Background: an optimization exercise with open tools, aiming at small area and few clock cycles. Do not read the settings as production practice.
The RTL was checked by simulation tests, not by an equivalence proof against the original design.
Power figures rest on the tool's default switching activity, not on a simulated workload.

===== design.v =====
package brmf_pkg;
	localparam int MASK_REACH = 2;
	localparam int MASK_SPAN = 2 * MASK_REACH + 1;
	localparam int MASK_W = MASK_SPAN * MASK_SPAN;
	localparam int THR_W = 5;
	localparam int SIZE_W = 11;
	localparam int GRAY_W = 8;
	localparam int POS_W = 10;
	localparam int CNT_W = $clog2(MASK_W + 1);
	localparam int CFG_DATA_W = MASK_W;
	localparam int OUT_DATA_W = ((1 + 2 * POS_W + 7) / 8) * 8;
	localparam logic [MASK_W-1:0] MASK_RESET = '1;
	localparam logic [THR_W-1:0] THR_RESET = THR_W'(1);
	localparam logic [SIZE_W-1:0] SIZE_RESET = SIZE_W'(1024);
	typedef enum logic [1:0] {
		REG_MASK = 2'd0,
		REG_THRESH = 2'd1,
		REG_WIDTH = 2'd2,
		REG_HEIGHT = 2'd3
	} cfg_reg_t;
	typedef enum logic {
		ITEM_PIXEL = 1'b0,
		ITEM_FLUSH = 1'b1
	} item_kind_t;
endpackage
import brmf_pkg::*;
module binary_rank_morphology_filter #(
	parameter int RADIUS = 2,
	parameter int MAX_WIDTH = 512,
	parameter int MAX_HEIGHT = 1024
) (
	input logic clk,
	input logic arst_n,
	input logic s_tvalid,
	output logic s_tready,
	input logic [GRAY_W-1:0] s_tdata,  
	input logic s_tuser,  
	output logic m_tvalid,
	input logic m_tready,
	output logic [OUT_DATA_W-1:0] m_tdata,  
	output logic m_tlast,  
	input logic cfg_valid,
	output logic cfg_ready,
	input logic [1:0] cfg_index,  
	input logic [CFG_DATA_W-1:0] cfg_data
);
	localparam int NROW = MASK_SPAN - 1;
	localparam int HEAD = MASK_SPAN - 1;
	localparam int TAIL = 3;
	localparam int NSEG = 9;
	localparam int BIG = MAX_WIDTH - HEAD - TAIL - 255;
	localparam int CW = $clog2(MAX_WIDTH);
	localparam int YW = $clog2(MAX_HEIGHT);
	logic [MASK_W-1:0] mask_q;
	logic [THR_W-1:0] thr_q;
	logic [CW-1:0] w_m1_q;
	logic [YW-1:0] h_m1_q;
	logic [CW-1:0] w_m1_d;
	logic [YW-1:0] h_m1_d;
	logic [CW-1:0] w_m2;
	logic [CW-1:0] mid;
	logic [NSEG-1:0] seg_use;
	logic w1;
	logic w2;
	logic m1;
	logic m2;
	logic m3;
	logic [CW-1:0] in_x_q;
	logic [YW-1:0] in_y_q;
	logic in_done_q;
	logic first_q;
	logic s1_valid;
	logic s1_black;
	logic [CW-1:0] s1_x;
	logic [YW-1:0] s1_y;
	logic s1_last;
	logic m_valid_q;
	logic m_black_q;
	logic [CW-1:0] m_x_q;
	logic [YW-1:0] m_y_q;
	logic m_last_q;
	logic out_move;
	logic adv;
	logic size_write;
	logic in_xend;
	logic primed;
	logic accept;
	logic shift;
	logic shift_val;
	logic emit;
	logic xend;
	logic [CW-1:0] nx;
	logic [YW-1:0] ny;
	logic last;
	logic restart;
	logic [NROW:0] c;
	logic [NROW:0][HEAD:1] head_q;
	logic [NROW:1] a0_q;
	logic [NROW:1] a1_q;
	logic [NROW:1] b_q;
	logic [MASK_W-1:0] win;
	logic [MASK_W-1:0] en;
	logic [CNT_W-1:0] count;
	logic black;
	always_comb begin
		if (cfg_data[SIZE_W-1:0] == '0) begin
			w_m1_d = '0;
			h_m1_d = '0;
		end else begin
			w_m1_d = (32'(cfg_data[SIZE_W-1:0]) > 32'(MAX_WIDTH))
				? CW'(MAX_WIDTH - 1) : CW'(cfg_data[SIZE_W-1:0] - SIZE_W'(1));
			h_m1_d = (32'(cfg_data[SIZE_W-1:0]) > 32'(MAX_HEIGHT))
				? YW'(MAX_HEIGHT - 1) : YW'(cfg_data[SIZE_W-1:0] - SIZE_W'(1));
		end
		w_m2 = w_m1_q - CW'(1);
		mid = w_m1_q - CW'(HEAD + TAIL - 1);
		if (mid >= CW'(BIG)) begin
			seg_use = {1'b1, 8'(mid - CW'(BIG))};
		end else begin
			seg_use = {1'b0, 8'(mid)};
		end
		w1 = w_m1_q == CW'(0);
		w2 = w_m1_q == CW'(1);
		m3 = h_m1_q == YW'(0);
		m2 = h_m1_q == YW'(1);
		m1 = w1 && (h_m1_q == YW'(2));
	end
	always_comb begin
		out_move = !m_valid_q || m_tready;
		adv = !s1_valid || out_move;
		s_tready = adv;
		accept = s_tvalid && adv;
		cfg_ready = 1'b1;
		size_write = cfg_valid && (cfg_index == REG_WIDTH || cfg_index == REG_HEIGHT);
		in_xend = in_x_q == w_m1_q;
		primed = (in_y_q >= YW'(4)) || (in_y_q == YW'(3) && !w1)
			|| (in_y_q == YW'(2) && in_x_q >= CW'(2));
		shift = accept && ((s_tuser == ITEM_PIXEL) != in_done_q);
		shift_val = !in_done_q && (s_tdata == '0);
		emit = shift && (in_done_q || primed);
		xend = s1_x == w_m1_q;
		if (first_q || xend) begin
			nx = '0;
		end else begin
			nx = s1_x + CW'(1);
		end
		if (first_q) begin
			ny = '0;
		end else if (xend) begin
			ny = s1_y + YW'(1);
		end else begin
			ny = s1_y;
		end
		last = (nx == w_m1_q) && (ny == h_m1_q);
		restart = size_write || (emit && last);
	end
	assign c[0] = shift_val;
	for (genvar k = 0; k <= NROW; k++) begin : g_row
		always_ff @(posedge clk) begin
			if (shift) begin
				head_q[k][1] <= c[k];
				for (int j = 2; j <= HEAD; j++) begin
					head_q[k][j] <= head_q[k][j-1];
				end
			end
		end
		if (k < NROW) begin : g_line
			logic [NSEG:0] seg_in;
			logic a0_d;
			assign seg_in[0] = head_q[k][HEAD];
			for (genvar s = 0; s < NSEG; s++) begin : g_seg
				localparam int L = (s == NSEG - 1) ? BIG : (1 << s);
				logic [L-1:0] sr_q;
				if (L == 1) begin : g_one
					always_ff @(posedge clk) begin
						if (shift) begin
							sr_q <= seg_in[s];
						end
					end
				end else begin : g_many
					always_ff @(posedge clk) begin
						if (shift) begin
							sr_q <= {sr_q[L-2:0], seg_in[s]};
						end
					end
				end
				assign seg_in[s+1] = seg_use[s] ? sr_q[L-1] : seg_in[s];
			end
			always_comb begin
				case (w_m1_q)
					CW'(2): a0_d = c[k];
					CW'(3): a0_d = head_q[k][1];
					CW'(4): a0_d = head_q[k][2];
					CW'(5): a0_d = head_q[k][3];
					default: a0_d = seg_in[NSEG];
				endcase
			end
			always_ff @(posedge clk) begin
				if (shift) begin
					a0_q[k+1] <= a0_d;
					a1_q[k+1] <= w2 ? c[k] : a0_q[k+1];
					b_q[k+1] <= a1_q[k+1];
				end
			end
			assign c[k+1] = w1 ? head_q[k][1] : b_q[k+1];
		end
	end
	for (genvar gy = 0; gy < MASK_SPAN; gy++) begin : g_wy
		for (genvar gx = 0; gx < MASK_SPAN; gx++) begin : g_wx
			localparam int IDX = gy * MASK_SPAN + gx;
			localparam int K = MASK_SPAN - 1 - gy;
			localparam int J = MASK_SPAN - 1 - gx;
			localparam int KS = (K == 2) ? 1 : K;
			logic tap_std;
			logic tap_m1;
			logic tap_s;
			logic tap_s3;
			logic row_ok;
			logic col_ok;
			logic tap;
			logic tap_en;
			if (J == 0) begin : g_j0
				assign tap_std = c[K];
			end else begin : g_jn
				assign tap_std = head_q[K][J];
			end
			assign tap_m1 = head_q[K][1];
			if (K >= 1 && K <= 3) begin : g_small
				if (J == 0) begin : g_s0
					assign tap_s = a0_q[K];
					assign tap_s3 = a0_q[KS];
				end else if (J == 1) begin : g_s1
					assign tap_s = a1_q[K];
					assign tap_s3 = a1_q[KS];
				end else if (J == 2) begin : g_s2
					assign tap_s = c[K];
					assign tap_s3 = c[KS];
				end else begin : g_s3
					assign tap_s = head_q[K][J-2];
					assign tap_s3 = head_q[KS][J-2];
				end
			end else begin : g_big
				assign tap_s = tap_std;
				assign tap_s3 = tap_std;
			end
			always_comb begin
				if (m3 && K == 2) begin
					tap = tap_s3;
				end else if (m2 && K >= 1 && K <= 3) begin
					tap = tap_s;
				end else if (m1 && J == 2) begin
					tap = tap_m1;
				end else begin
					tap = tap_std;
				end
				case (gy)
					0: row_ok = ny >= YW'(2);
					1: row_ok = ny != '0;
					3: row_ok = !m3;
					4: row_ok = !m2 && !m3;
					default: row_ok = 1'b1;
				endcase
				case (gx)
					0: col_ok = nx >= CW'(2);
					1: col_ok = nx != '0;
					3: col_ok = nx != w_m1_q;
					4: col_ok = (nx != w_m1_q) && (nx != w_m2);
					default: col_ok = 1'b1;
				endcase
				tap_en = mask_q[IDX] && row_ok && col_ok;
			end
			assign win[IDX] = tap;
			assign en[IDX] = tap_en;
		end
	end
	always_comb begin
		count = '0;
		for (int i = 0; i < MASK_W; i++) begin
			count = count + CNT_W'(win[i] & en[i]);
		end
		black = count >= CNT_W'(thr_q);
	end
	always_ff @(posedge clk or negedge arst_n) begin
		if (!arst_n) begin
			mask_q <= MASK_RESET;
			thr_q <= THR_RESET;
			w_m1_q <= CW'(MAX_WIDTH - 1);
			h_m1_q <= YW'(MAX_HEIGHT - 1);
		end else if (cfg_valid) begin
			unique case (cfg_index)
				REG_MASK: mask_q <= cfg_data;
				REG_THRESH: thr_q <= cfg_data[THR_W-1:0];
				REG_WIDTH: w_m1_q <= w_m1_d;
				REG_HEIGHT: h_m1_q <= h_m1_d;
				default: mask_q <= mask_q;
			endcase
		end
	end
	always_ff @(posedge clk or negedge arst_n) begin
		if (!arst_n) begin
			in_x_q <= '0;
			in_y_q <= '0;
			in_done_q <= 1'b0;
			first_q <= 1'b1;
		end else if (restart) begin
			in_x_q <= '0;
			in_y_q <= '0;
			in_done_q <= 1'b0;
			first_q <= 1'b1;
		end else begin
			if (shift && !in_done_q) begin
				if (in_xend) begin
					in_x_q <= '0;
					in_y_q <= in_y_q + YW'(1);
					if (in_y_q == h_m1_q) begin
						in_done_q <= 1'b1;
					end
				end else begin
					in_x_q <= in_x_q + CW'(1);
				end
			end
			if (emit) begin
				first_q <= 1'b0;
			end
		end
	end
	always_ff @(posedge clk or negedge arst_n) begin
		if (!arst_n) begin
			s1_valid <= 1'b0;
			m_valid_q <= 1'b0;
		end else begin
			if (adv) begin
				s1_valid <= emit;
			end
			if (out_move) begin
				m_valid_q <= s1_valid;
			end
		end
	end
	always_ff @(posedge clk) begin
		if (emit) begin
			s1_black <= black;
			s1_x <= nx;
			s1_y <= ny;
			s1_last <= last;
		end
		if (out_move && s1_valid) begin
			m_black_q <= s1_black;
			m_x_q <= s1_x;
			m_y_q <= s1_y;
			m_last_q <= s1_last;
		end
	end
	assign m_tvalid = m_valid_q;
	assign m_tdata = {{(OUT_DATA_W - 2 * POS_W - 1){1'b0}}, POS_W'(m_y_q), POS_W'(m_x_q), m_black_q};
	assign m_tlast = m_last_q;
endmodule

===== run.sh =====
#!/bin/bash
# synth_recipe.tcl (not shown) runs the flow's synth.tcl, then flattens the netlist and writes it again
# the make line also repeats each setting of config.mk as NAME=value (left out here)
make -C /OpenROAD-flow-scripts/flow DESIGN_CONFIG=/design/flow/config.mk WORK_HOME=/design/flow/orfs CLKGATE_MAP_FILE= SYNTH_SCRIPT=/design/flow/synth_recipe.tcl finish

===== config.mk =====
export PLATFORM = sky130hd
export DESIGN_NAME = binary_rank_morphology_filter
export DESIGN_NICKNAME = binary_rank_morphology_filter
export VERILOG_FILES = /design/flow/design.v
export SDC_FILE = /design/flow/constraint.sdc
export NUM_CORES = 4
export LEC_CHECK = 0
export CAP_MARGIN = 20
export CORE_MARGIN = 2
export CORE_UTILIZATION = 70
export CTS_BUF_LIST = sky130_fd_sc_hd__clkbuf_8
export CTS_CLUSTER_DIAMETER = 60
export CTS_CLUSTER_SIZE = 15
export PLACE_DENSITY = 0.8
export SLEW_MARGIN = 20

===== constraint.sdc =====
create_clock -name core_clock -period 10.0 [get_ports {clk}]
set_input_delay 2.0000 -clock core_clock [delete_from_list [all_inputs] [get_ports {clk}]]
set_output_delay 2.0000 -clock core_clock [all_outputs]
set_load 0.01 [all_outputs]

==> results.json, run 1 <==
{
  "synth_edf_count": 2094,
  "ctsHoldBuffers": 0,
  "wl_met1_um": 47220,
  "cts-root-buf": "clkbuf_8",
  "report.final.slew_viol_count": 0,
  "synth.distinct_cells": 94,
  "startpoint": "w_m1_q[1]",
  "start_util_pct": 70.64,
  "power_density_nw_per_um2": 202.6,
  "layout-drive-gt1-share_pct": 10.68,
  "cp_max_fo": 17,
  "ys_seq_area_share_pct": 91.52,
  "wl_met2_um": 49410,
  "worstSetupPathType": "register to register",
  "synth_area_um2": 70740,
  "slew_headroom_pct": 20.81,
  "total_leakage_power_nw": 24.68,
  "hpwl_um": 57330,
  "endpoint_kind": "register",
  "grt_use_total_pct": 20.18,
  "port_buffers": 63,
  "vias": 26900,
  "cts_sinks": 2166,
  "synth_area_leader_cell": "edfxtp_1",
  "die_width_um": 321.9,
  "setup_violations": 0,
  "met3_length_um": 4919,
  "antenna_found_initial": 3,
  "max-clock-path-buffers": 3,
  "drcViolationCount": 0,
  "top_layer": "met4",
  "antenna_left": 0,
  "drt-initial-drc-count": 2843,
  "peakVddDrop_mv": 0.1569,
  "startpoint_type": "register",
  "fin_nets": 3318,
  "grt-ovfl-total": 0,
  "drv_cap": 0,
  "cts_setup_buffers": 0,
  "die_h_um": 321.9,
  "reg2reg_to": "s1_black",
  "clock_skew_ns": 0.04463,
  "cp_common_cell": "fa_1",
  "grt_start_max_net_pins": 220,
  "r2r_slack_ns": 1.41,
  "avgSynthCellArea_um2": 23.41,
  "die_area_um2": 103600,
  "cts_resized": 0,
  "r2r-start": "w_m1_q[1]",
  "cpPeakStageDelay_ns": 0.80,
  "finalHoldViolations": 0,
  "ios": 69,
  "rsz0062_at_grt": "false",
  "rows": 116,
  "numCtsBuffers": 168,
  "crit_end": "s1_black",
  "postLayoutCellArea_um2": 75790,
  "cts_tree": "yes",
  "clock_latency_ns": 0.87,
  "synth.top_cell.area_share_pct": 88.89,
  "fp.coreArea_um2": 100100,
  "htree_levels": 4,
  "tns_ns": 0,
  "synthFlopType": "edfxtp_1",
  "layout_min_cycle_time_ns": 8.590,
  "ys_seq_elements": 2166,
  "firstDrtPassIters": 6,
  "first_global_vias": 26760,
  "status": "timing/DRC/antenna clean",
  "ff2ff_path_depth": 29,
  "vias_per_cell": 5.887,
  "cts.clk_slew.worst_paths_ns": 0.09,
  "async_reset_ff_share_pct": 3.324,
  "wirelength_um": 103800,
  "synthTopCellsByArea": "edfxtp_1 (89%), dfstp_2 (1.7%), dfrtp_1 (0.92%), mux2_2 (0.67%), xnor2_1 (0.56%)",
  "worstMarginPinSlew_ns": 1.172,
  "area_growth_pct": 7.137,
  "period_share_pct": 85.90,
  "post-place-cells": 4359,
  "min_path_type": "register to register",
  "critical_path_required_ns": 10.61,
  "gp_congestion": 0.8810,
  "layout.cells.non_filler": 4569,
  "postPlaceCellArea_um2": 73040,
  "slowest_stage": "dfstp_2",
  "ys_warn_count": 1,
  "postSynthCellCount": 3022,
  "grt_pass1_wl_um": 156400,
  "arrival_ns": 9.20,
  "routedWlPerCell_um": 22.71,
  "fmax_mhz": 116.4
}
## stage by stage
| stage | setup slack, ns | total power, mW | util (%) | hold slack, ns |
|---|---|---|---|---|
| floorplan | -24.45 | 11.59 | - | 0.4003 |
| global route | 0.8267 | 15.93 | 75.68 | 0.3969 |
| CTS | 1.356 | 15.54 | 75.59 | 0.3856 |
| finish | 1.410 | 15.36 | 75.68 | 0.3941 |
| global placement | 1.447 | 11.35 | 72.93 | 0.4012 |
| detailed placement | 1.378 | 11.38 | 72.93 | 0.4045 |
## placed cells by master (no fill, tap or decap), types with 7 or more instances in the layout
cell,n
xnor2_1,44
and3_1,20
nor3_1,25
nand2_1,82
fa_1,18
edfxtp_1,2094
dfrtp_1,26
a21oi_1,32
clkbuf_8,173
nand3_1,31
xor2_1,38
dfstp_2,46
buf_4,12
nor2b_1,13
mux2i_1,19
nor4_1,21
ha_1,26
a21boi_0,10
mux2_2,42
inv_6,10
clkdlybuf4s50_1,62
a21o_1,8
o21ai_0,48
nor3_2,7
nand4_1,25
nand2b_1,15
and4_1,10
nor2_1,68
and2_1,9
inv_1,63
## metal layers
| metal | track usage (%) | up-vias |
|---|---|---|
| li1 | - | 12210 |
| met1 | 30.46 | 13800 |
| met2 | 31.19 | 712 |
| met3 | 3.590 | 174 |
| met4 | 6.064 | 0 |
| met5 | 0 | - |
## sequential cells by signal, summed over array words and instances, names as in the netlist, 4 cells and up
| name | flops |
|---|---|
| head_q | 20 |
| m_x_q | 9 |
| in_y_q | 10 |
| a1_q | 4 |
| s1_y | 10 |
| b_q | 4 |
| w_m1_q | 9 |
| in_x_q | 9 |
| h_m1_q | 10 |
| mask_q | 25 |
| m_y_q | 10 |
| a0_q | 4 |
| g_row.g_line.g_seg.sr_q | 2020 |
| s1_x | 9 |
| thr_q | 5 |
## area by class of cell
cell class | instances | area (um^2)
fill | 4956 | 24360
antenna | 2 | 5.005
clock buffer | 173 | 2381
clock inverter | 33 | 284.0
multi-input combinational | 756 | 5615
timing repair buffer | 87 | 933.4
tap | 1298 | 1624
sequential | 2166 | 64740
inverter | 54 | 206.4
## critical path: cells and delay by family (launching register included)
kind	cells	cell delay, ns
adders and majority gates	9	3.98
AOI/OAI and AO/OA	8	1.82
buffers and inverters	6	0.84
DFF	1	0.80
and+or+nand+nor	4	0.45
xor gates and xnor gates	2	0.43
## worst min path at each step
stage                                                    to                         startpoint  cells after the start
after floorplan                                      b_q[4]                            a1_q[4]                      0
after global placement     g_row[1].g_line.g_seg[2].sr_q[2]   g_row[1].g_line.g_seg[2].sr_q[1]                      0
after detailed placement   g_row[0].g_line.g_seg[3].sr_q[6]   g_row[0].g_line.g_seg[3].sr_q[5]                      0
after CTS                 g_row[0].g_line.g_seg[7].sr_q[62]  g_row[0].g_line.g_seg[7].sr_q[61]                      0
after global routing       g_row[3].g_line.g_seg[3].sr_q[5]   g_row[3].g_line.g_seg[3].sr_q[4]                      0
final                     g_row[0].g_line.g_seg[7].sr_q[62]  g_row[0].g_line.g_seg[7].sr_q[61]                      0
## kinds of logic (layout without fill, tap and decap cells)
| family | Yosys count | in the layout | synth area share [%] |
|---|---|---|---|
| xor gates and xnor gates | 84 | 84 | 1.059 |
| muxes | 67 | 67 | 1.065 |
| DFF | 2166 | 2166 | 91.52 |
| adders and majority gates | 45 | 45 | 0.9834 |
| other | 2 | 7 | 0.01062 |
| buffers and inverters | 103 | 347 | 0.6332 |
| AOI/OAI and AO/OA | 191 | 191 | 1.993 |
| and+or+nand+nor | 364 | 364 | 2.738 |
## where the power goes
group | switching (mW) | internal, mW
Combinational | 0.421 | 0.205
Clock | 2.54 | 1.62
Sequential | 0.186 | 10.4
Total | 3.15 | 12.2
## cells in the mapped netlist, types with 19 or more instances
library cell / count
xnor2_1: 45
nor4_1: 21
mux2_2: 42
nor3_1: 31
mux2i_1: 19
o21ai_0: 48
dfrtp_1: 26
xor2_1: 38
nand3_1: 32
inv_1: 53
nand4_1: 25
dfstp_2: 46
nor2_1: 69
a21oi_1: 32
edfxtp_1: 2094
nand2_1: 82
clkbuf_1: 28
and3_1: 20
ha_1: 26
Testbench counts, summed over its fixed seeds: cycles 538,188.
==> run 2: changes to the inputs <==
==> flow/run.sh (new file) <==
#!/bin/bash
# Runs the standard layout unchanged; every tool's output goes to standard.log.
set -e
bash standard.sh > standard.log 2>&1
==> standard.sh (new file) <==
#!/bin/bash
# synth_recipe.tcl (not shown) runs the flow's synth.tcl, then flattens the netlist and writes it again
# the make line also repeats each setting of config.mk as NAME=value (left out here)
make -C /OpenROAD-flow-scripts/flow DESIGN_CONFIG=/design/flow/config.mk WORK_HOME=/design/flow/orfs CLKGATE_MAP_FILE= SYNTH_SCRIPT=/design/flow/synth_recipe.tcl "${@:-finish}"
removed: run.sh
==> results.json, run 2 <==
{
  "ys_seq_area_share_pct": 91.52,
  "hold_depth": 0,
  "slew_headroom_pct": 20.81,
  "rsz0062_at_grt": "false",
  "drv_cap": 0,
  "layout-drive-gt1-share_pct": 10.68,
  "cts_setup_buffers": 0,
  "fp.coreArea_um2": 100100,
  "first_global_vias": 26760,
  "vias": 26900,
  "reg2reg_to": "s1_black",
  "vias_per_cell": 5.887,
  "die_area_um2": 103600,
  "cts.clk_slew.worst_paths_ns": 0.09,
  "synthTopCellsByCount": "edfxtp_1 (2,094), nand2_1 (82), nor2_1 (69), inv_1 (53), o21ai_0 (48)",
  "drt-initial-drc-count": 2843,
  "r2r-start": "w_m1_q[1]",
  "report.final.slew_viol_count": 0,
  "synth.distinct_cells": 94,
  "cp_max_fo": 17,
  "numCtsBuffers": 168,
  "cp_common_cell": "fa_1",
  "firstDrtPassIters": 6,
  "avgSynthCellArea_um2": 23.41,
  "startpoint_type": "register",
  "critPathBufInv": 6,
  "peakVddDrop_mv": 0.1569,
  "area_growth_pct": 7.137,
  "path_delay_family": "adder cells",
  "gp_congestion": 0.8810,
  "worst-path-stages": 29,
  "htree_levels": 4,
  "async_reset_ff_share_pct": 3.324,
  "synth_area_um2": 70740,
  "top_register": "g_row.g_line.g_seg.sr_q",
  "arrival_ns": 9.20,
  "die_width_um": 321.9,
  "r2r_slack_ns": 1.41,
  "synth_area_leader_cell": "edfxtp_1",
  "mostFrequentLayoutCells": "edfxtp_1 (2,094), clkbuf_8 (173), nand2_1 (82)",
  "tns_ns": 0,
  "synth_edf_count": 2094,
  "cts_resized": 0,
  "status": "timing/DRC/antenna clean",
  "fillers": 4956,
  "total_leakage_power_nw": 24.68,
  "layout_min_cycle_time_ns": 8.590,
  "antenna_found_initial": 3,
  "ios": 69,
  "cts_sinks": 2166,
  "finalHoldViolations": 0,
  "worstSetupPathType": "register to register",
  "grt_use_total_pct": 20.18,
  "grt_pass1_wl_um": 156400,
  "clock_latency_ns": 0.87,
  "die_h_um": 321.9,
  "largest_register_ffs": 2020,
  "worstMarginPinSlew_ns": 1.172,
  "power_density_nw_per_um2": 202.6,
  "hpwl_um": 57330,
  "endpoint_kind": "register",
  "layout_commonest_cell": "edfxtp_1",
  "fin_nets": 3318,
  "synthFlopType": "edfxtp_1",
  "whs_ns": 0.3941,
  "grt_start_max_net_pins": 220,
  "routedWlPerCell_um": 22.71,
  "critical_path_required_ns": 10.61,
  "period_share_pct": 85.90,
  "wirelength_um": 103800,
  "synth.top_cell.area_share_pct": 88.89,
  "antenna_left": 0,
  "ctsHoldBuffers": 0,
  "grt-ovfl-total": 0,
  "cts-root-buf": "clkbuf_8",
  "synthTopCellsByArea": "edfxtp_1 (89%), dfstp_2 (1.7%), dfrtp_1 (0.92%), mux2_2 (0.67%), xnor2_1 (0.56%)",
  "crit_end": "s1_black",
  "drcViolationCount": 0,
  "yosysMostFrequentCell": "edfxtp_1",
  "ys_seq_elements": 2166,
  "max-clock-path-buffers": 3,
  "fmax_mhz": 116.4,
  "min_path_type": "register to register",
  "start_util_pct": 70.64,
  "largestRegisters": "g_row.g_line.g_seg.sr_q x2020, mask_q x25, head_q x20",
  "ys_warn_count": 1,
  "clock_skew_ns": 0.04463,
  "startpoint": "w_m1_q[1]",
  "port_buffers": 63,
  "cpPeakStageDelay_ns": 0.80,
  "slowest_stage": "dfstp_2",
  "rows": 116,
  "ff2ff_path_depth": 29,
  "postSynthCellCount": 3022,
  "cts_tree": "yes",
  "setup_violations": 0
}
run 2: cell counts in the layout (fill, tap and decap cells not counted):
No cell type changed its count.
run 2: layout make-up:
class	count	area, um^2	area share, %
Clock buffer	173	2381	3.142
Timing Repair Buffer	87	933.4	1.232
Multi-Input combinational cell	756	5615	7.409
Antenna cell	2	5.005	0.006604
Inverter	54	206.4	0.2724
Sequential cell	2166	64740	85.42
Clock inverter	33	284.0	0.3748
Tap cell	1298	1624	2.143
run 2: cell families after synthesis:
logic type               after synthesis  share of synthesized area [%]
multiplexers                          67                          1.065
flip-flops                          2166                          91.52
AND/OR/NAND/NOR                      364                          2.738
XOR/XNOR                              84                          1.059
AO/OA/AOI/OAI                        191                          1.993
other                                  2                        0.01062
buffers and inverters                103                         0.6332
adder cells (fa/ha/maj)               45                         0.9834
run 2: worst min-delay path by stage:
stage	start	slack (ns)	to
final	g_row[0].g_line.g_seg[7].sr_q[61]	0.39	g_row[0].g_line.g_seg[7].sr_q[62]
after global routing	g_row[3].g_line.g_seg[3].sr_q[4]	0.40	g_row[3].g_line.g_seg[3].sr_q[5]
after CTS	g_row[0].g_line.g_seg[7].sr_q[61]	0.39	g_row[0].g_line.g_seg[7].sr_q[62]
after detailed placement	g_row[0].g_line.g_seg[3].sr_q[5]	0.40	g_row[0].g_line.g_seg[3].sr_q[6]
after global placement	g_row[1].g_line.g_seg[2].sr_q[1]	0.40	g_row[1].g_line.g_seg[2].sr_q[2]
after floorplan	a1_q[4]	0.40	b_q[4]
run 2: metal layers:
layer  GRT usage, %  share of wire, %  vias to the layer above
li1               -                 -                    12210
met1          30.46                46                    13800
met2          31.19                48                      712
met3          3.590               4.7                      174
met4          6.064               2.1                        0
met5              0                 0                        -
run 2: metrics by stage:
step,power (mW),util [%],std cells,setup WS (ns),instance area [um^2]
final,15.36,75.68,4569,1.410,75790
after global routing,15.93,75.68,4569,0.8267,75790
after global placement,11.35,72.93,4358,1.447,73030
after detailed placement,11.38,72.93,4359,1.378,73040
after floorplan,11.59,-,3025,-24.45,70790
after CTS,15.54,75.59,4565,1.356,75710
run 2: power breakdown:
part / total, mW / switching, mW / internal [mW]
clock network: 4.17 / 2.54 / 1.62
registers: 10.6 / 0.186 / 10.4
logic: 0.625 / 0.421 / 0.205
total: 15.4 / 3.15 / 12.2
==> run 3: changes to the inputs <==
==> flow/run.sh (replaced) <==
#!/bin/bash
# The standard layout (standard.sh, unchanged synthesis), with two layout settings changed:
# - input and output ports are buffered with the smallest buffer, sky130_fd_sc_hd__buf_1;
# - CTS uses clkbuf_8 for the tree, clusters of up to 15 sinks within 60 um, and no dummy loads.
# The make output goes to standard.log; each ORFS step keeps its own log under orfs/logs/.
set -euo pipefail
bash standard.sh \
  "BUFFER_PORTS_ARGS=-buffer_cell sky130_fd_sc_hd__buf_1" \
  "CTS_ARGS=-sink_clustering_enable -repair_clock_nets -dont_use_dummy_load -buf_list sky130_fd_sc_hd__clkbuf_8 -sink_clustering_size 15 -sink_clustering_max_diameter 60" \
  finish > standard.log 2>&1
--- a/config.mk
+++ b/config.mk
@@ -10,5 +10,2 @@
 export CORE_UTILIZATION = 70
-export CTS_BUF_LIST = sky130_fd_sc_hd__clkbuf_8
-export CTS_CLUSTER_DIAMETER = 60
-export CTS_CLUSTER_SIZE = 15
 export PLACE_DENSITY = 0.8
==> results.json, run 3 <==
{
  "status": "timing/DRC/antenna clean",
  "routedWlPerCell_um": 22.80,
  "startpoint_type": "register",
  "synthMuxAreaShare_pct": 1.065,
  "clock_latency_ns": 0.88,
  "fp.coreArea_um2": 100100,
  "report.final.slew_viol_count": 0,
  "synthFlopType": "edfxtp_1",
  "rsz0062_at_grt": "false",
  "slew_headroom_pct": 21.91,
  "start_util_pct": 70.64,
  "top_layer": "met4",
  "yosys.area_share.simple_pct": 2.738,
  "fin_nets": 3315,
  "layout_min_cycle_time_ns": 8.556,
  "cts_tree": "yes",
  "setup_violations": 0,
  "synthAdderAreaFrac_pct": 0.9834,
  "synth_top_family_by_area": "simple AND/OR/NAND/NOR gates",
  "grt_start_max_net_pins": 230,
  "tns_ns": 0,
  "slowest_stage": "dfstp_2",
  "endpoint_kind": "register",
  "clock_skew_ns": 0.1011,
  "synth.top_cell.area_share_pct": 88.89,
  "cp_max_fo": 17,
  "max-clock-path-buffers": 3,
  "finalHoldViolations": 0,
  "layout-drive-gt1-share_pct": 9.913,
  "synthTopCellsByCount": "edfxtp_1 (2,094), nand2_1 (82), nor2_1 (69), inv_1 (53), o21ai_0 (48)",
  "ctsHoldBuffers": 0,
  "ys_seq_area_share_pct": 91.52,
  "ios": 69,
  "wl_met1_um": 47060,
  "firstDrtPassIters": 5,
  "hpwl_um": 57220,
  "numCtsBuffers": 167,
  "synth.distinct_cells": 94,
  "ys_seq_elements": 2166,
  "synth_area_leader_cell": "edfxtp_1",
  "htree_levels": 4,
  "gp_congestion": 0.8693,
  "critical_path_required_ns": 10.55,
  "async_reset_ff_share_pct": 3.324,
  "synth_edf_count": 2094,
  "cts_resized": 0,
  "synth-compound-area-share_pct": 1.993,
  "avgSynthCellArea_um2": 23.41,
  "die_h_um": 321.9,
  "cpPeakStageDelay_ns": 0.80,
  "top_register": "g_row.g_line.g_seg.sr_q",
  "grt_use_total_pct": 20.09,
  "antenna_left": 0,
  "vias": 26700,
  "vias_per_cell": 5.897,
  "fillers": 5047,
  "min_path_type": "register to register",
  "wl_met2_um": 48980,
  "postLayoutCellArea_um2": 75060,
  "drcViolationCount": 0,
  "cts-root-buf": "clkbuf_8",
  "grt_pass1_wl_um": 155500,
  "die_width_um": 321.9,
  "worstMarginPinSlew_ns": 1.156,
  "largestRegisters": "g_row.g_line.g_seg.sr_q x2020, mask_q x25, head_q x20",
  "layout_commonest_cell": "edfxtp_1",
  "synthTopCellsByArea": "edfxtp_1 (89%), dfstp_2 (1.7%), dfrtp_1 (0.92%), mux2_2 (0.67%), xnor2_1 (0.56%)",
  "met3_length_um": 4751,
  "ys_warn_count": 1,
  "cp_common_cell": "fa_1",
  "postSynthCellCount": 3022,
  "cts_sinks": 2166,
  "rows": 116,
  "grt-ovfl-total": 0,
  "drv_cap": 0,
  "mostFrequentLayoutCells": "edfxtp_1 (2,094), clkbuf_8 (167), nand2_1 (82)",
  "die_area_um2": 103600,
  "port_buffers": 63,
  "period_share_pct": 85.56,
  "synth_area_um2": 70740,
  "cts.clk_slew.worst_paths_ns": 0.10,
  "synth_xor_area_share_pct": 1.059,
  "total_leakage_power_nw": 24.29,
  "drt-initial-drc-count": 2624,
  "peakVddDrop_mv": 0.1379,
  "power_density_nw_per_um2": 201.3,
  "yosysMostFrequentCell": "edfxtp_1",
  "antenna_found_initial": 2,
  "first_global_vias": 26570,
  "wirelength_um": 103200,
  "cts_setup_buffers": 0,
  "fmax_mhz": 116.9,
  "largest_register_ffs": 2020,
  "area_growth_pct": 6.109,
  "worstSetupPathType": "register to register",
  "r2r_slack_ns": 1.44,
  "arrival_ns": 9.10,
  "postPlaceCellArea_um2": 72650
}
-- run 3: critical path: cells and delay by family, from the launching register on --
family / cells / cell delay, ns
compound gates: 8 / 1.76
buf+inv: 6 / 0.85
simple gates: 4 / 0.43
fa+ha+maj: 9 / 3.98
xor+xnor: 2 / 0.46
flops: 1 / 0.80
-- run 3: through the flow --
stage,cells,hold slack (ns),power [mW],utilization (%),setup WS [ns]
floorplan,3025,0.4003,11.59,-,-24.45
global placement,4355,0.4004,11.34,72.54,1.627
detailed placement,4355,0.4045,11.38,72.54,1.512
CTS,4522,0.3406,15.28,74.84,1.450
global route,4527,0.3445,15.68,74.95,0.9473
finish,4528,0.3478,15.11,74.95,1.444
-- run 3: kinds of logic (layout without fill, tap and decap cells) --
logic type	after synthesis	count (layout)
compound gates	191	191
xor+xnor	84	84
fa+ha+maj	45	45
buf+inv	103	306
flops	2166	2166
mux	67	67
other cells	2	7
simple gates	364	364
-- run 3: path summary, 6_finish.rpt --
path                       cells after the start                           endpoint                              start
min in group asynchronous                      2                          in_y_q[6]                             arst_n
min                                            0  g_row[1].g_line.g_seg[6].sr_q[21]  g_row[1].g_line.g_seg[6].sr_q[20]
min reg2reg                                    0  g_row[1].g_line.g_seg[6].sr_q[21]  g_row[1].g_line.g_seg[6].sr_q[20]
max reg2reg                                   29                           s1_black                          w_m1_q[1]
max in group asynchronous                      2                          in_x_q[1]                             arst_n
max                                           29                           s1_black                          w_m1_q[1]
-- run 3: area by class of cell --
cell class	count	area [um^2]	share of cell area [%]
antenna	2	5.005	0.006668
clock buffer	167	2298	3.062
inverter	54	206.4	0.2750
multi-input combinational	756	5614	7.479
sequential	2166	64740	86.25
tap	1298	1624	2.164
timing repair buffer	85	574.3	0.7651
-- run 3: routing by layer --
layer | global-route usage [%] | up-vias
met5 | 0 | -
met1 | 30.44 | 13710
met4 | 6.334 | 0
met2 | 30.87 | 669
met3 | 3.414 | 174
li1 | - | 12150
-- run 3: power breakdown --
group	leakage (nW)	internal (mW)	switching [mW]	total [mW]
clock network	1.20	1.49	2.43	3.92
registers	20.5	10.4	0.190	10.6
logic	2.62	0.197	0.421	0.619
total	24.3	12.1	3.04	15.1
==> run 4: changes to the inputs <==
--- a/design.v
+++ b/design.v
@@ -53,2 +53,5 @@
 	localparam int YW = $clog2(MAX_HEIGHT);
+	logic [MASK_W-1:0] mask_n_q;
+	logic [CW-1:0] w_m1_n_q;
+	logic [YW-1:0] h_m1_n_q;
 	logic [MASK_W-1:0] mask_q;
@@ -104,2 +107,5 @@
 	logic black;
+	assign mask_q = ~mask_n_q;
+	assign w_m1_q = ~w_m1_n_q;
+	assign h_m1_q = ~h_m1_n_q;
 	always_comb begin
@@ -284,13 +290,13 @@
 		if (!arst_n) begin
-			mask_q <= MASK_RESET;
+			mask_n_q <= '0;
 			thr_q <= THR_RESET;
-			w_m1_q <= CW'(MAX_WIDTH - 1);
-			h_m1_q <= YW'(MAX_HEIGHT - 1);
+			w_m1_n_q <= '0;
+			h_m1_n_q <= '0;
 		end else if (cfg_valid) begin
 			unique case (cfg_index)
-				REG_MASK: mask_q <= cfg_data;
+				REG_MASK: mask_n_q <= ~cfg_data;
 				REG_THRESH: thr_q <= cfg_data[THR_W-1:0];
-				REG_WIDTH: w_m1_q <= w_m1_d;
-				REG_HEIGHT: h_m1_q <= h_m1_d;
-				default: mask_q <= mask_q;
+				REG_WIDTH: w_m1_n_q <= ~w_m1_d;
+				REG_HEIGHT: h_m1_n_q <= ~h_m1_d;
+				default: mask_n_q <= mask_n_q;
 			endcase
==> flow/run.sh (replaced) <==
#!/bin/bash
# The standard layout (standard.sh, unchanged synthesis), with two layout settings changed:
# - input and output ports are buffered with the smallest buffer, sky130_fd_sc_hd__buf_1;
# - CTS uses clkbuf_8 for the tree, clusters of up to 15 sinks within 50 um, and no dummy loads.
# The make output goes to standard.log; each ORFS step keeps its own log under orfs/logs/.
set -euo pipefail
bash standard.sh \
  "BUFFER_PORTS_ARGS=-buffer_cell sky130_fd_sc_hd__buf_1" \
  "CTS_ARGS=-sink_clustering_enable -repair_clock_nets -dont_use_dummy_load -buf_list sky130_fd_sc_hd__clkbuf_8 -sink_clustering_size 15 -sink_clustering_max_diameter 50" \
  finish > standard.log 2>&1
--- a/config.mk
+++ b/config.mk
@@ -7,2 +7,3 @@
 export LEC_CHECK = 0
+export ABC_AREA = 1
 export CAP_MARGIN = 20
==> results.json, run 4 <==
{
  "slew_headroom_pct": 26.64,
  "drv_cap": 0,
  "synth.distinct_cells": 56,
  "total_leakage_power_nw": 25.11,
  "cts_sinks": 2166,
  "cts_tree": "yes",
  "peakVddDrop_mv": 0.3673,
  "hold_depth": 0,
  "largest_register_ffs": 2020,
  "firstDrtPassIters": 5,
  "whs_ns": 0.3502,
  "mostFrequentLayoutCells": "edfxtp_1 (2,094), nand2_1 (302), inv_1 (188)",
  "synth_area_leader_cell": "edfxtp_1",
  "ff2ff_path_depth": 31,
  "status": "timing/DRC/antenna clean",
  "fin_nets": 3574,
  "postSynthCellCount": 3261,
  "slowest_stage": "dfrtp_1",
  "drcViolationCount": 0,
  "seq_power_share_pct": 66.6,
  "startpoint_type": "register",
  "grt_start_max_net_pins": 233,
  "fp.coreArea_um2": 100000,
  "p_int_mw": 14.81,
  "start_util_pct": 70.60,
  "area_growth_pct": 6.196,
  "clock_skew_ns": 0.08435,
  "cpPeakStageDelay_ns": 0.64,
  "ys_seq_area_share_pct": 91.63,
  "tns_ns": 0,
  "power_density_nw_per_um2": 264.5,
  "swShare_pct": 25.32,
  "layout.cells.non_filler": 4787,
  "critical_path_required_ns": 10.52,
  "post-place-cells": 4608,
  "layout_commonest_cell": "edfxtp_1",
  "synth.top_cell.area_share_pct": 89.07,
  "numCtsBuffers": 174,
  "first_global_vias": 28060,
  "dp_slack_ns": 1.686,
  "grt_pass1_wl_um": 169900,
  "die_area_um2": 103400,
  "reg2reg_to": "s1_black",
  "hold_end": "g_row[0].g_line.g_seg[3].sr_q[3]",
  "layout_min_cycle_time_ns": 8.292,
  "hp-start": "g_row[0].g_line.g_seg[3].sr_q[2]",
  "endpoint_kind": "register",
  "ios": 69,
  "arrival_ns": 8.82,
  "r2r_slack_ns": 1.71,
  "top_register": "g_row.g_line.g_seg.sr_q",
  "die_h_um": 321.6,
  "cp_max_fo": 27,
  "clock_latency_ns": 0.85,
  "routedWlPerCell_um": 23.55,
  "antenna_found_initial": 4,
  "power_frac_clock_pct": 20.5,
  "htree_levels": 4,
  "drt-initial-drc-count": 2822,
  "switchingPower_mw": 5.022,
  "gp_congestion": 0.8705,
  "cts.clk_slew.worst_paths_ns": 0.09,
  "power_frac_comb_pct": 12.9,
  "fmax_mhz": 120.6,
  "r2r-start": "w_m1_n_q[3]",
  "ys_seq_elements": 2166,
  "max-clock-path-buffers": 3,
  "synthTopCellsByCount": "edfxtp_1 (2,094), nand2_1 (302), inv_1 (190), nor2_1 (95), nand3_1 (87)",
  "period_share_pct": 82.92,
  "finalHoldViolations": 0,
  "antenna_left": 0,
  "min_path_type": "register to register",
  "synth_area_um2": 70600,
  "cp_common_cell": "inv_1",
  "power_mw": 19.83,
  "largestRegisters": "g_row.g_line.g_seg.sr_q x2020, mask_n_q x25, head_q x20",
  "synth_edf_count": 2094,
  "synthFlopType": "edfxtp_1",
  "rows": 116,
  "layout-drive-gt1-share_pct": 7.114,
  "synthTopCellsByArea": "edfxtp_1 (89%), dfrtp_1 (2.5%), nand2_1 (1.6%), inv_1 (1.0%), nand3_1 (0.62%)",
  "rsz0062_at_grt": "false",
  "worstSetupPathType": "register to register",
  "hpwl_um": 62790,
  "setup_ws_ns": 1.708,
  "cts_setup_buffers": 0,
  "cts-root-buf": "clkbuf_8",
  "cts_resized": 0,
  "avgSynthCellArea_um2": 21.65,
  "report.final.slew_viol_count": 0,
  "vias": 27810,
  "port_buffers": 63,
  "wirelength_um": 112700,
  "async_reset_ff_share_pct": 3.324,
  "grt_use_total_pct": 22.22,
  "worstMarginPinSlew_ns": 1.092,
  "ctsHoldBuffers": 0,
  "ys_warn_count": 1,
  "die_width_um": 321.6,
  "setup_violations": 0,
  "vias_per_cell": 5.809,
  "yosysMostFrequentCell": "edfxtp_1",
  "grt-ovfl-total": 0
}
-- run 4: changes by cell type in the layout (fill, tap and decap cells not counted), sizes merged, moves of 30 or more --
| cell | before | now |
|---|---|---|
| dfrtp | 26 | 70 |
| dfstp | 46 | 2 |
| inv | 51 | 193 |
| mux2 | 48 | 0 |
| nand2 | 82 | 312 |
| nand3 | 32 | 92 |
| nor2 | 70 | 100 |
-- run 4: cell type report --
| cell class | count | area (um^2) |
|---|---|---|
| inverter | 196 | 745.7 |
| tap | 1298 | 1624 |
| clock buffer | 174 | 2395 |
| fill | 5059 | 25030 |
| antenna | 3 | 7.507 |
| timing repair buffer | 83 | 539.3 |
| multi-input combinational | 867 | 4975 |
| sequential | 2166 | 64680 |
-- run 4: power by group through the flow --
stage / sequential, mW / clock [mW] / combinational (mW)
after global routing: 13.4 / 4.50 / 2.90
after global placement: 13.3 / 0 / 2.52
after detailed placement: 13.4 / 0 / 2.56
after CTS: 13.3 / 4.22 / 2.55
after floorplan: 13.5 / 0 / 1.38
final: 13.2 / 4.06 / 2.56
-- run 4: cells by family after synthesis --
logic type               after synthesis  synth area share, %
other                                  2              0.01064
AO/OA/AOI/OAI                        138                1.241
AND/OR/NAND/NOR                      615                3.958
flip-flops                          2166                91.63
buffers and inverters                231                1.366
multiplexers                           3              0.04254
XOR/XNOR                              61               0.7674
adder cells (fa/ha/maj)               45               0.9890
-- run 4: metal layers --
metal | vias up | routed length (um) | track usage [%]
met5 | - | 0 | 0
met4 | 0 | 3135 | 7.383
met3 | 200 | 4971 | 3.527
met2 | 750 | 55800 | 35.34
met1 | 14240 | 48830 | 32.50
li1 | 12620 | - | -
-- run 4: critical path: cells and delay by family, from the launching register on --
kind	cells	cell delay (ns)
adder cells (fa/ha/maj)	8	3.55
AND/OR/NAND/NOR	10	2.44
buffers and inverters	9	0.90
flip-flops	1	0.64
AO/OA/AOI/OAI	4	0.46
-- run 4: how the worst max path moves through the flow --
stage                startpoint   endpoint  slack [ns]  cells after the start
finish              w_m1_n_q[3]   s1_black        1.71                     31
detailed placement  w_m1_n_q[3]   s1_black        1.69                     31
global route        w_m1_n_q[3]   s1_black        1.21                     31
floorplan             in_done_q  in_y_q[9]      -53.05                      6
global placement    h_m1_n_q[4]   s1_black        1.81                     24
CTS                 w_m1_n_q[3]   s1_black        1.66                     31
-- run 4: per-stage QoR --
stage	instance area (um^2)	utilization, %
floorplan	70620	-
global placement	72500	72.50
detailed placement	72500	72.50
CTS	74900	74.90
global route	74970	74.97
finish	74970	74.97
Testbench counts of run 4, summed over its fixed seeds: cycles 538,188.

## afterwards: timing with drivers on the ports
The results above use ideal ports. As a check the final layouts listed here were re-extracted and re-timed, cells and wires unchanged.
Step 1: set_driving_cell puts a clkbuf_16 on clk and a buf_2 on each other input, an assumption about the parent block.
Step 2 adds t to the input delays and takes it off the output delays; t is the mean of the earliest and latest rising clock arrival at the registers after step 1. Input paths then give back, and output paths get back, about the clock's delay inside the block.
Slacks: ideal / step 1 / step 2; pairs: ideal / step 1.
| run | t (ns) | setup WS [ns] | hold slack, ns | clock arrival spread, ns | slew at the worst register clock pin (ns) |
|---|---|---|---|---|---|
| run 1 | 0.915 | 1.410 / 1.410 / 1.410 | 0.394 / 0.394 / 0.394 | 0.045 / 0.045 | 0.10 / 0.10 |
| run 2 | 0.915 | 1.410 / 1.410 / 1.410 | 0.394 / 0.394 / 0.394 | 0.045 / 0.045 | 0.10 / 0.10 |
| run 3 | 0.879 | 1.444 / 1.444 / 1.444 | 0.348 / 0.348 / 0.348 | 0.123 / 0.123 | 0.12 / 0.12 |
| run 4 | 0.873 | 1.708 / 1.708 / 1.708 | 0.350 / 0.350 / 0.350 | 0.103 / 0.103 | 0.10 / 0.10 |
After both steps setup and hold are still met in every run listed.
